This design comes from an exercise in tuning for small area, a short achievable clock period and few clock cycles per item on the open sky130 flow, not from production work. Function was checked by simulation only, so behaviour that the tests miss may differ from the original.

==> flow/design.v (excerpt) <==
module page_table_translate_lru_fifo_core #(
	parameter int MAX_ENTRIES = 16,
	parameter int ADDR_BITS   = 16
) (
	input  logic        clk,
	input  logic        arst_n,
	input  logic        push,
	output logic        full,
	input  logic [15:0] virtual_address,
	output logic        empty,
	input  logic        pop,
	output logic        fault,
	output logic [3:0]  frame,
	output logic [19:0] physical_address,
	input  logic        cfg_valid,
	output logic        cfg_ready,
	input  logic [1:0]  cfg_index,
	input  logic [15:0] cfg_data
);
==> flow/config.mk <==
export PLATFORM = sky130hd
export DESIGN_NAME = page_table_translate_lru_fifo_core
export DESIGN_NICKNAME = page_table_translate_lru_fifo_core
export VERILOG_FILES = /design/flow/design.v
export SDC_FILE = /design/flow/constraint.sdc
export NUM_CORES = 4
export LEC_CHECK = 0
export ABC_CLOCK_PERIOD_IN_PS = 4000
export CAP_MARGIN = 20
export CORE_MARGIN = 2
export CORE_UTILIZATION = 55
export SETUP_SLACK_MARGIN = 2.7
export SLEW_MARGIN = 20
export TNS_END_PERCENT = 5
==> flow/constraint.sdc <==
create_clock -name core_clock -period 6.5 [get_ports {clk}]
set_input_delay 1.3000 -clock core_clock [delete_from_list [all_inputs] [get_ports {clk}]]
set_output_delay 1.3000 -clock core_clock [all_outputs]
set_load 0.01 [all_outputs]
run.sh (not shown) runs the stock make flow with config.mk's settings and CLKGATE_MAP_FILE= SYNTH_SCRIPT=/design/flow/synth_recipe.tcl, a recipe that flattens the netlist after the stock synthesis.
Testbench counts at the start, summed over its fixed seeds: cycles 8,211, items 7,251.
Rerun with:
CORE_UTILIZATION = 65   (was 55)
PLACE_DENSITY = 0.72   (was not set)
Outcome: The new run finished clean; design area drops by 0.72%; worst setup slack is worse by 76 ps; synthesized cell count is unchanged; via count came out higher by 3.7%; synthesized area stays the same.

---

Setup of the baseline:
Another version of the RTL of page_table_translate_lru_fifo_core (not shown whole).
For scale: ~5300 cells after synthesis, ~67 I/O pins.
// page_table_translate_lru_fifo_core
module page_table_translate_lru_fifo_core #(
	parameter int MAX_ENTRIES = 16,
	parameter int ADDR_BITS   = 16
) (
	input  logic        clk,
	input  logic        arst_n,
	input  logic        push,
	output logic        full,
	input  logic [15:0] virtual_address,
	output logic        empty,
	input  logic        pop,
	output logic        fault,
	output logic [3:0]  frame,
	output logic [19:0] physical_address,
	input  logic        cfg_valid,
	output logic        cfg_ready,
	input  logic [1:0]  cfg_index,
	input  logic [15:0] cfg_data
);
clock: 6.5 ns
lec_check: 0
abc_area: 1
cap_margin: 20
core_margin: 2
core_utilization: 55
setup_slack_margin: 2.7
slew_margin: 20
tns_end_percent: 5
Testbench counts of the baseline, summed over its fixed seeds: cycles 8,131, items 7,251.
### the baseline -> the candidate
# the baseline
export LEC_CHECK = 0
export ABC_AREA = 1
export CAP_MARGIN = 20
export CORE_MARGIN = 2
export CORE_UTILIZATION = 55
export SETUP_SLACK_MARGIN = 2.7
export SLEW_MARGIN = 20
export TNS_END_PERCENT = 5
create_clock -name core_clock -period 6.5 [get_ports {clk}]
# the candidate
export LEC_CHECK = 0
export ABC_CLOCK_PERIOD_IN_PS = 4000
export CAP_MARGIN = 20
export CORE_MARGIN = 2
export CORE_UTILIZATION = 55
export SETUP_SLACK_MARGIN = 2.7
export SLEW_MARGIN = 20
export TNS_END_PERCENT = 5
create_clock -name core_clock -period 6.5 [get_ports {clk}]
Compared the candidate vs the baseline, and number of iterations in the first detailed-routing pass is down in the candidate. Diff the baseline -> the candidate | share of layout cells above drive strength 1 | increase of 10 points. Final period utilization: the baseline and the candidate compared, higher one is the candidate. Compared with the baseline, the candidate shows number of multi-input combinational cells in the layout that has gone down by more than 10%. Sort the baseline and the candidate by post-route worst setup slack, ascending, and the candidate comes first.

---

Setup of build 94:
page_table_translate_lru_fifo_core, a different RTL version from the one above (not shown whole).
Size: ~3900 cells after synthesis, ~690 flip-flops, roughly 67 I/O pins, ~0.044 mm² of cells after synthesis.
make LEC_CHECK=0 ABC_CLOCK_PERIOD_IN_PS=4000 CAP_MARGIN=20 CORE_MARGIN=2 CORE_UTILIZATION=55 CTS_CLUSTER_DIAMETER=90 CTS_CLUSTER_SIZE=25 SETUP_SLACK_MARGIN=2.8 SLEW_MARGIN=20 TNS_END_PERCENT=10 finish   # period 6.5 ns
Testbench counts of build 94, summed over its fixed seeds: cycles 8,211, items 7,251.
Input-level comparison between build 60 and build 94:
Settings: changing CTS_CLUSTER_DIAMETER from 90 to 100; changing SETUP_SLACK_MARGIN from 2.8 to 2.7; changing CTS_CLUSTER_SIZE from 25 to 30; changing TNS_END_PERCENT from 10 to 5.
The count of cell types in the netlist was comparable across build 60 and build 94. Going from build 94 to build 60, wire length on met3 shrank by a few percent. On maximum cell stage delay along the critical path, build 60 and build 94 are basically level.
## Diff of input files: build 21 against build 60
Settings: CTS_CLUSTER_DIAMETER removed (was 100); GPL_ROUTABILITY_DRIVEN newly set to 0; CTS_CLUSTER_SIZE removed (was 30).
==> notes.md <==
Build 21 has critical path depth in cells above what build 60 had. Compared with build 60, build 21 ends up with more cell area. For the clock transition at the registers of the reported paths, build 21 came in 0.05 ns lower than build 60 did. Measured against each other, build 60 and build 21 differ in shortest period the worst path allows, the lower figure coming from build 60. Re total inserted antenna cells: no difference whatsoever between build 21 and build 60. Compare build 60 and build 21 | number of non-filler instances in the completed layout higher: build 21.
## Diff of input files: build 90 against build 21
Settings: CTS_CLUSTER_SIZE: unset -> 25; CTS_CLUSTER_DIAMETER: unset -> 90; GPL_ROUTABILITY_DRIVEN: 0 -> unset.
Findings:
Looking at total iterations of the first detailed-routing run across build 90 and build 21, the one that comes out higher is build 21. Routed wire in build 90 totals less than in build 21. ~same proportion of register bits with asynchronous set or reset after synthesis in build 90 and build 21. [build 90] post-layout minimum cycle time fell 0.076 ns relative to build 21.
What build 7 does differently from build 90 at the input level:
Settings: TNS_END_PERCENT: 5 -> 0.
## What came out
Required time at the endpoint of the critical path essentially unchanged between build 90 and build 7.
Fmax | build 7 vs build 90 | build 7 slower
Every run in the comparison, build 7 and build 90, completed the flow with a clean layout.
Any difference in clock-cell share of area between build 7 and build 90 is small enough to ignore.
Against build 90, build 7 comes in 0.58 points lower on area overhead of the layout relative to synthesis.
Compared with build 90, build 7 shows a lower routed length per placed instance.
Against build 90, clock-buffer cell count in build 7 fell by a few percent.
#### Input delta (build 82 over build 7)
Settings: changing ABC_CLOCK_PERIOD_IN_PS from 4000 to 5000; changing TNS_END_PERCENT from 0 to 5; changing CTS_CLUSTER_SIZE from 25 to 30; changing CTS_CLUSTER_DIAMETER from 90 to 100.
==> comparison <==
- Looking at setup slack, build 82 sits 0.080 ns higher than build 7 does.
- A startpoint-to-endpoint class of the critical path of input pin to flip-flop is what build 7 shows, while flip-flop to flip-flop belongs to build 82.
- Build 82: no failed stages, no open violations at the end
- Build 7 → build 82: sequential portion of the cell area ~0 delta; critical path depth moved down.
- Build 82 against build 7: wire length reported by the detailed router now larger, non-clock buffering overhead in the final layout +0.24 points, endpoint required time on the critical path picked up an extra 0.06 ns, number of nets produced by synthesis held steady, post-CTS setup repair buffer count has increased.
- Build 7 ended up with virtual_address[14] as its start point of the critical path; build 82 ended up with ps_q[1]$_DFFE_PN0P_.

---

## job 2664
Another version of the RTL of page_table_translate_lru_fifo_core (not shown whole).
Size: ~4000 cells after synthesis, roughly 730 flip-flops, roughly 67 I/O pins, about 45000 um^2 of cells after synthesis.
// page_table_translate_lru_fifo_core
module page_table_translate_lru_fifo_core #(
	parameter int MAX_ENTRIES = 16,
	parameter int ADDR_BITS   = 16
) (
	input  logic        clk,
	input  logic        arst_n,
	input  logic        push,
	output logic        full,
	input  logic [15:0] virtual_address,
	output logic        empty,
	input  logic        pop,
	output logic        fault,
	output logic [3:0]  frame,
	output logic [19:0] physical_address,
	input  logic        cfg_valid,
	output logic        cfg_ready,
	input  logic [1:0]  cfg_index,
	input  logic [15:0] cfg_data
);
	logic [15:0] ps_q;    
	logic [4:0]  n_q;     
	logic        pol_q;   
	logic        psw_q;   
	logic [15:0] psn_q;   
	logic [17:0] ps3_q;   
	logic [8:1]  z1_q, z2_q, z3_q;
	logic [17:0] ps3_d;
	logic [8:1]  z1_d, z2_d, z3_d;
	assign ps3_d = {2'b00, ps_q} + {1'b0, ps_q, 1'b0};
	always_comb begin
		for (int i = 1; i <= 8; i++) begin
			z1_d[i] = ((ps_q >> (2 * i)) == 16'd0);
			z2_d[i] = ((ps_q >> (2 * i - 1)) == 16'd0);
			z3_d[i] = ((ps3_d >> (2 * i)) == 18'd0);
		end
	end
	assign cfg_ready = 1'b1;
	always_ff @(posedge clk or negedge arst_n) begin
		if (!arst_n) begin
  ...
clock: 6.5 ns
lec_check: 0
abc_clock_period_in_ps: 4000
cap_margin: 20
core_margin: 2
core_utilization: 55
setup_slack_margin: 2.7
slew_margin: 20
tns_end_percent: 5
Job 2664: no failed stages, no open violations at the end
Testbench counts of job 2664, summed over its fixed seeds: cycles 8,211, items 7,251.
Edits applied to the flow inputs when going from job 2664 to job 3954:
Settings: an added CTS_CLUSTER_DIAMETER of 90; an added CTS_CLUSTER_SIZE of 25.
Results
- The design area in job 3954 sits about 3% below the value recorded for job 2664.
- NOTE non-clock buffer count job 2664->job 3954 decreased by a few percent
- Compared with job 2664, job 3954 has less setup slack.
- Source-to-sink clock delay at the later pin of the worst-skew pair delta for job 3954 relative to job 2664: 0.02 ns lower
- Re first-pass GRT wire length: job 3954 is about 1.5% down on job 2664.
- Compared with job 2664, job 3954 shows total via count after detailed routing lower by 288.
- Job 3954: full flow OK, the timing, design-rule and antenna checks passed
#### Input delta (job 4815 over job 3954)
Settings: CTS_BUF_LIST now sky130_fd_sc_hd__clkbuf_4 sky130_fd_sc_hd__clkbuf_8, previously not set; CTS_CLUSTER_DIAMETER no longer set, was 90; CTS_CLUSTER_SIZE no longer set, was 25.
Findings:
For job 3954 and job 4815, there was not a single run that failed to finish clean.
In job 4815 the minimum period implied by the final worst setup slack turned out 0.020 ns higher than in job 3954.
Of job 3954 and job 4815, job 4815 shows the higher non-clock buffer instance count of the final layout, with job 3954 below it.
On cell area: between job 3954 and job 4815, it ends up lower for job 3954.

what the ideal ports hide:
Ports are ideal in the flow. The routed layouts listed here were re-timed in OpenROAD. Step 1 sets driving cells, clkbuf_16 on the clock port and buf_2 on the other inputs (assumed; they add their load-dependent delay and slew). Step 2 adds t to the input delays and takes it off the output delays; t is the mean of the earliest and latest rising clock arrival at the registers after step 1. Input paths then give back, and output paths get back, about the clock's delay inside the block. Slacks: ideal ports / drivers / drivers and shift; pairs: ideal ports / drivers.
run	shift t [ns]	setup slack, ns	worst hold slack (ns)	slew at the worst register clock pin (ns)	pins driven straight from the clock port
the first run of note 1	0.715	2.372 / 2.403 / 1.688	0.415 / 0.415 / 0.415	0.07 / 0.07	1
the second run of note 1	0.710	2.296 / 2.326 / 1.616	0.416 / 0.416 / 0.416	0.07 / 0.07	1
the baseline	0.696	1.580 / 1.605 / 0.909	0.411 / 0.411 / 0.411	0.07 / 0.07	1
the candidate	0.694	1.339 / 1.351 / 0.657	0.395 / 0.395 / 0.395	0.06 / 0.06	1
build 94	0.673	2.506 / 2.506 / 2.091	0.408 / 0.408 / 0.408	0.11 / 0.11	1
build 60	0.730	2.592 / 2.592 / 1.952	0.415 / 0.415 / 0.415	0.12 / 0.12	1
build 21	0.693	2.561 / 2.561 / 2.161	0.411 / 0.411 / 0.411	0.06 / 0.06	1
build 90	0.671	2.637 / 2.653 / 2.008	0.413 / 0.413 / 0.413	0.11 / 0.11	1
build 7	0.656	2.513 / 2.552 / 1.896	0.404 / 0.404 / 0.404	0.11 / 0.11	1
build 82	0.730	2.592 / 2.592 / 1.952	0.415 / 0.415 / 0.415	0.12 / 0.12	1
job 2664	0.708	2.560 / 2.560 / 2.195	0.416 / 0.416 / 0.416	0.07 / 0.07	1
job 3954	0.682	2.518 / 2.518 / 2.185	0.418 / 0.418 / 0.418	0.11 / 0.11	1
job 4815	0.840	2.498 / 2.498 / 2.093	0.393 / 0.393 / 0.393	0.07 / 0.07	1
After both steps every run listed still meets setup and hold. For the first run of note 1, which loses most, drivers alone change the setup slack by +0.031 ns; drivers and shift together by -0.684 ns.
